What follows belongs to an exercise in optimizing a design on an open flow for small area and few clock cycles per item; a production flow would make more cautious choices.
Where RTL was checked, it was by simulation tests only, not by an equivalence proof against the original.

==> inputs of run A <==
## gaze_smoothed_zoom_crop_top
module gaze_smoothed_zoom_crop_top (
	input  wire logic                                 clk,
	input  wire logic                                 arst_n,
	input  wire logic                                 gaze_valid,
	output wire logic                                 gaze_ready,
	input  wire logic signed [gszc_pkg::GAZE_W-1:0]   gaze_x,
	input  wire logic signed [gszc_pkg::GAZE_W-1:0]   gaze_y,
	input  wire logic                                 cfg_valid,
	output wire logic                                 cfg_ready,
	input  wire logic [gszc_pkg::CFG_IDX_W-1:0]       cfg_index,
	input  wire logic [gszc_pkg::CROP_W-1:0]          cfg_data,
	output wire logic                                 result_valid,
	input  wire logic                                 result_ready,
	output logic signed [gszc_pkg::GAZE_W-1:0]        result_center_x,
	output logic signed [gszc_pkg::GAZE_W-1:0]        result_center_y,
	output logic        [gszc_pkg::CROP_W-1:0]        result_crop_width,
	output logic        [gszc_pkg::CROP_W-1:0]        result_crop_height,
	output logic signed [gszc_pkg::CORNER_W-1:0]      result_corner_x,
	output logic signed [gszc_pkg::CORNER_W-1:0]      result_corner_y
);
clock: 9.0 ns
lec_check: 0
cap_margin: 20
core_margin: 2
core_utilization: 40
cts_cluster_diameter: 100
cts_cluster_size: 30
slew_margin: 20
synth_hierarchical: 1
synth_minimum_keep_size: 0
run.sh (not shown) runs the stock make flow with config.mk's settings and CLKGATE_MAP_FILE= SYNTH_SCRIPT=/design/flow/synth_recipe.tcl, a recipe that flattens the netlist after the stock synthesis.
==> run K: changes against run A <==
--- a/flow/design.v
+++ b/flow/design.v
@@ -1535,14 +1535,12 @@
 	gszc_fa u_wdiv_159 (.a(wdiv_115), .b(wdiv_114), .c(wdiv_158), .s(wdiv_159), .co(wdiv_160));
 	wire wdiv_161, wdiv_162;
 	gszc_fa u_wdiv_161 (.a(wdiv_117), .b(wdiv_116), .c(wdiv_160), .s(wdiv_161), .co(wdiv_162));
 	wire wdiv_163, wdiv_164;
 	gszc_fa u_wdiv_163 (.a(wdiv_119), .b(wdiv_118), .c(wdiv_162), .s(wdiv_163), .co(wdiv_164));
-	wire wdiv_165, wdiv_166;
-	gszc_fa u_wdiv_165 (.a(wdiv_121), .b(wdiv_120), .c(wdiv_164), .s(wdiv_165), .co(wdiv_166));
-	wire [17:0] wdiv_167 = {1'b0, 1'b1, wdiv_153, wdiv_151, wdiv_149, wdiv_147, wdiv_145, wdiv_143, wdiv_141, wdiv_139, wdiv_137, wdiv_135, wdiv_133, wdiv_131, wdiv_129, wdiv_127, wdiv_125, wdiv_123} + {1'b0, wdiv_154, wdiv_152, wdiv_150, wdiv_148, wdiv_146, wdiv_144, wdiv_142, wdiv_140, wdiv_138, wdiv_136, wdiv_134, wdiv_132, wdiv_130, wdiv_128, wdiv_126, wdiv_124, wdiv_122} + 18'(wdiv_166);
-	assign q_w = {wdiv_167[16], wdiv_167[15], wdiv_167[14], wdiv_167[13], wdiv_167[12], wdiv_167[11], wdiv_167[10], wdiv_167[9], wdiv_167[8], wdiv_167[7], wdiv_167[6], wdiv_167[5], wdiv_167[4]};
+	wire [18:0] wdiv_165 = {1'b0, 1'b1, wdiv_153, wdiv_151, wdiv_149, wdiv_147, wdiv_145, wdiv_143, wdiv_141, wdiv_139, wdiv_137, wdiv_135, wdiv_133, wdiv_131, wdiv_129, wdiv_127, wdiv_125, wdiv_123, wdiv_121} + {1'b0, wdiv_154, wdiv_152, wdiv_150, wdiv_148, wdiv_146, wdiv_144, wdiv_142, wdiv_140, wdiv_138, wdiv_136, wdiv_134, wdiv_132, wdiv_130, wdiv_128, wdiv_126, wdiv_124, wdiv_122, wdiv_120} + 19'(wdiv_164);
+	assign q_w = {wdiv_165[17], wdiv_165[16], wdiv_165[15], wdiv_165[14], wdiv_165[13], wdiv_165[12], wdiv_165[11], wdiv_165[10], wdiv_165[9], wdiv_165[8], wdiv_165[7], wdiv_165[6], wdiv_165[5]};
 	wire hdiv_1, hdiv_2;
 	gszc_ha u_hdiv_1 (.a(p_h_s3[0]), .b(p_h_s3[2]), .s(hdiv_1), .co(hdiv_2));
 	wire hdiv_3, hdiv_4;
 	gszc_fa u_hdiv_3 (.a(p_h_s3[1]), .b(p_h_s3[3]), .c(p_h_s3[6]), .s(hdiv_3), .co(hdiv_4));
 	wire hdiv_5, hdiv_6;
@@ -1703,14 +1701,12 @@
 	gszc_fa u_hdiv_159 (.a(hdiv_115), .b(hdiv_114), .c(hdiv_158), .s(hdiv_159), .co(hdiv_160));
 	wire hdiv_161, hdiv_162;
 	gszc_fa u_hdiv_161 (.a(hdiv_117), .b(hdiv_116), .c(hdiv_160), .s(hdiv_161), .co(hdiv_162));
 	wire hdiv_163, hdiv_164;
 	gszc_fa u_hdiv_163 (.a(hdiv_119), .b(hdiv_118), .c(hdiv_162), .s(hdiv_163), .co(hdiv_164));
-	wire hdiv_165, hdiv_166;
-	gszc_fa u_hdiv_165 (.a(hdiv_121), .b(hdiv_120), .c(hdiv_164), .s(hdiv_165), .co(hdiv_166));
-	wire [17:0] hdiv_167 = {1'b0, 1'b1, hdiv_153, hdiv_151, hdiv_149, hdiv_147, hdiv_145, hdiv_143, hdiv_141, hdiv_139, hdiv_137, hdiv_135, hdiv_133, hdiv_131, hdiv_129, hdiv_127, hdiv_125, hdiv_123} + {1'b0, hdiv_154, hdiv_152, hdiv_150, hdiv_148, hdiv_146, hdiv_144, hdiv_142, hdiv_140, hdiv_138, hdiv_136, hdiv_134, hdiv_132, hdiv_130, hdiv_128, hdiv_126, hdiv_124, hdiv_122} + 18'(hdiv_166);
-	assign q_h = {hdiv_167[16], hdiv_167[15], hdiv_167[14], hdiv_167[13], hdiv_167[12], hdiv_167[11], hdiv_167[10], hdiv_167[9], hdiv_167[8], hdiv_167[7], hdiv_167[6], hdiv_167[5], hdiv_167[4]};
+	wire [18:0] hdiv_165 = {1'b0, 1'b1, hdiv_153, hdiv_151, hdiv_149, hdiv_147, hdiv_145, hdiv_143, hdiv_141, hdiv_139, hdiv_137, hdiv_135, hdiv_133, hdiv_131, hdiv_129, hdiv_127, hdiv_125, hdiv_123, hdiv_121} + {1'b0, hdiv_154, hdiv_152, hdiv_150, hdiv_148, hdiv_146, hdiv_144, hdiv_142, hdiv_140, hdiv_138, hdiv_136, hdiv_134, hdiv_132, hdiv_130, hdiv_128, hdiv_126, hdiv_124, hdiv_122, hdiv_120} + 19'(hdiv_164);
+	assign q_h = {hdiv_165[17], hdiv_165[16], hdiv_165[15], hdiv_165[14], hdiv_165[13], hdiv_165[12], hdiv_165[11], hdiv_165[10], hdiv_165[9], hdiv_165[8], hdiv_165[7], hdiv_165[6], hdiv_165[5]};
 	wire wcl_1, wcl_2;
 gszc_ha u_wcl_1 (.a(max_w_q[0]), .b((q_w[0] ^ neg_w)), .s(wcl_1), .co(wcl_2));
 wire wcl_3, wcl_4;
 gszc_ha u_wcl_3 (.a(max_w_q[1]), .b((q_w[1] ^ neg_w)), .s(wcl_3), .co(wcl_4));
 wire wcl_5, wcl_6;
@@ -1737,12 +1733,14 @@
 gszc_ha u_wcl_25 (.a(wcl_1), .b(neg_w), .s(wcl_25), .co(wcl_26));
 wire wcl_27, wcl_28;
 gszc_fa u_wcl_27 (.a(wcl_3), .b(wcl_2), .c(wcl_26), .s(wcl_27), .co(wcl_28));
 wire wcl_29, wcl_30;
 gszc_fa u_wcl_29 (.a(wcl_5), .b(wcl_4), .c(wcl_28), .s(wcl_29), .co(wcl_30));
-wire [11:0] wcl_31 = {1'b0, neg_w, (q_w[12] ^ neg_w), wcl_23, wcl_21, wcl_19, wcl_17, wcl_15, wcl_13, wcl_11, wcl_9, wcl_7} + {1'b0, 1'b0, wcl_24, wcl_22, wcl_20, wcl_18, wcl_16, wcl_14, wcl_12, wcl_10, wcl_8, wcl_6} + 12'(wcl_30);
-assign t_w = {wcl_31[10], wcl_31[9], wcl_31[8], wcl_31[7], wcl_31[6], wcl_31[5], wcl_31[4], wcl_31[3], wcl_31[2], wcl_31[1], wcl_31[0], wcl_29, wcl_27, wcl_25};
+wire wcl_31, wcl_32;
+gszc_fa u_wcl_31 (.a(wcl_7), .b(wcl_6), .c(wcl_30), .s(wcl_31), .co(wcl_32));
+wire [10:0] wcl_33 = {1'b0, neg_w, (q_w[12] ^ neg_w), wcl_23, wcl_21, wcl_19, wcl_17, wcl_15, wcl_13, wcl_11, wcl_9} + {1'b0, 1'b0, wcl_24, wcl_22, wcl_20, wcl_18, wcl_16, wcl_14, wcl_12, wcl_10, wcl_8} + 11'(wcl_32);
+assign t_w = {wcl_33[9], wcl_33[8], wcl_33[7], wcl_33[6], wcl_33[5], wcl_33[4], wcl_33[3], wcl_33[2], wcl_33[1], wcl_33[0], wcl_31, wcl_29, wcl_27, wcl_25};
 	wire hcl_1, hcl_2;
 gszc_ha u_hcl_1 (.a(max_h_q[0]), .b((q_h[0] ^ neg_h)), .s(hcl_1), .co(hcl_2));
 wire hcl_3, hcl_4;
 gszc_ha u_hcl_3 (.a(max_h_q[1]), .b((q_h[1] ^ neg_h)), .s(hcl_3), .co(hcl_4));
 wire hcl_5, hcl_6;
@@ -1769,12 +1767,14 @@
 gszc_ha u_hcl_25 (.a(hcl_1), .b(neg_h), .s(hcl_25), .co(hcl_26));
 wire hcl_27, hcl_28;
 gszc_fa u_hcl_27 (.a(hcl_3), .b(hcl_2), .c(hcl_26), .s(hcl_27), .co(hcl_28));
 wire hcl_29, hcl_30;
 gszc_fa u_hcl_29 (.a(hcl_5), .b(hcl_4), .c(hcl_28), .s(hcl_29), .co(hcl_30));
-wire [11:0] hcl_31 = {1'b0, neg_h, (q_h[12] ^ neg_h), hcl_23, hcl_21, hcl_19, hcl_17, hcl_15, hcl_13, hcl_11, hcl_9, hcl_7} + {1'b0, 1'b0, hcl_24, hcl_22, hcl_20, hcl_18, hcl_16, hcl_14, hcl_12, hcl_10, hcl_8, hcl_6} + 12'(hcl_30);
-assign t_h = {hcl_31[10], hcl_31[9], hcl_31[8], hcl_31[7], hcl_31[6], hcl_31[5], hcl_31[4], hcl_31[3], hcl_31[2], hcl_31[1], hcl_31[0], hcl_29, hcl_27, hcl_25};
+wire hcl_31, hcl_32;
+gszc_fa u_hcl_31 (.a(hcl_7), .b(hcl_6), .c(hcl_30), .s(hcl_31), .co(hcl_32));
+wire [10:0] hcl_33 = {1'b0, neg_h, (q_h[12] ^ neg_h), hcl_23, hcl_21, hcl_19, hcl_17, hcl_15, hcl_13, hcl_11, hcl_9} + {1'b0, 1'b0, hcl_24, hcl_22, hcl_20, hcl_18, hcl_16, hcl_14, hcl_12, hcl_10, hcl_8} + 11'(hcl_32);
+assign t_h = {hcl_33[9], hcl_33[8], hcl_33[7], hcl_33[6], hcl_33[5], hcl_33[4], hcl_33[3], hcl_33[2], hcl_33[1], hcl_33[0], hcl_31, hcl_29, hcl_27, hcl_25};
 	assign cw_c = neg_w ? ((ovf_w_s3 || t_w[CW+1]) ? '0 : t_w[CW-1:0])
 	                    : ((ovf_w_s3 || t_w[CW+1] || t_w[CW]) ? {CW{1'b1}} : t_w[CW-1:0]);
 	assign ch_c = neg_h ? ((ovf_h_s3 || t_h[CW+1]) ? '0 : t_h[CW-1:0])
 	                    : ((ovf_h_s3 || t_h[CW+1] || t_h[CW]) ? {CW{1'b1}} : t_h[CW-1:0]);
 	always_ff @(posedge clk or negedge arst_n) begin
==> summary.txt <==
* First DRT Iteration DRCs at a little over 900
* Top Layer Used: met4
* Core area at 104,000 um2
* Status: finished clean
The numbers above come from run A.

==> summary.txt <==
* Status: finished clean
* Core area at 103,000 um2
* Synth Area per Inst at 14.0 um2
* First DRT Iteration DRCs at 1,155
* M1 WL at roughly 40,000 um
The numbers above come from run K.

Testbench counts of run K, summed over its fixed seeds: cycles 9,632, items 9,528.
No functional check of the RTL was part of run A.

port drivers added, routing unchanged:
In the flow no input, the clock included, has a driving cell. The finished layouts below were timed again as built, in two steps.
Step 1 sets driving cells, clkbuf_16 on the clock port and buf_2 on the other inputs (assumed; they add their load-dependent delay and slew).
Step 2 moves the port delays by t, midway between the first and last clock arrival at a register: inputs arrive t later, outputs are due t later. That takes back most of the time a late clock gives input paths.
a / b / c = ideal ports / drivers / drivers and shift; a / b = the first two.
run | shift t [ns] | setup slack, ns | hold WS [ns] | slew at the worst register clock pin (ns)
run A | 0.705 | 0.424 / 0.424 / 0.140 | 0.416 / 0.416 / 0.416 | 0.11 / 0.11
run K | 0.698 | 0.400 / 0.400 / 0.043 | 0.417 / 0.417 / 0.417 | 0.12 / 0.12
After both steps setup and hold are still met in every run listed. The setup slack of run K, which loses most, moves by 0.000 ns with the drivers and by -0.357 ns with both steps.
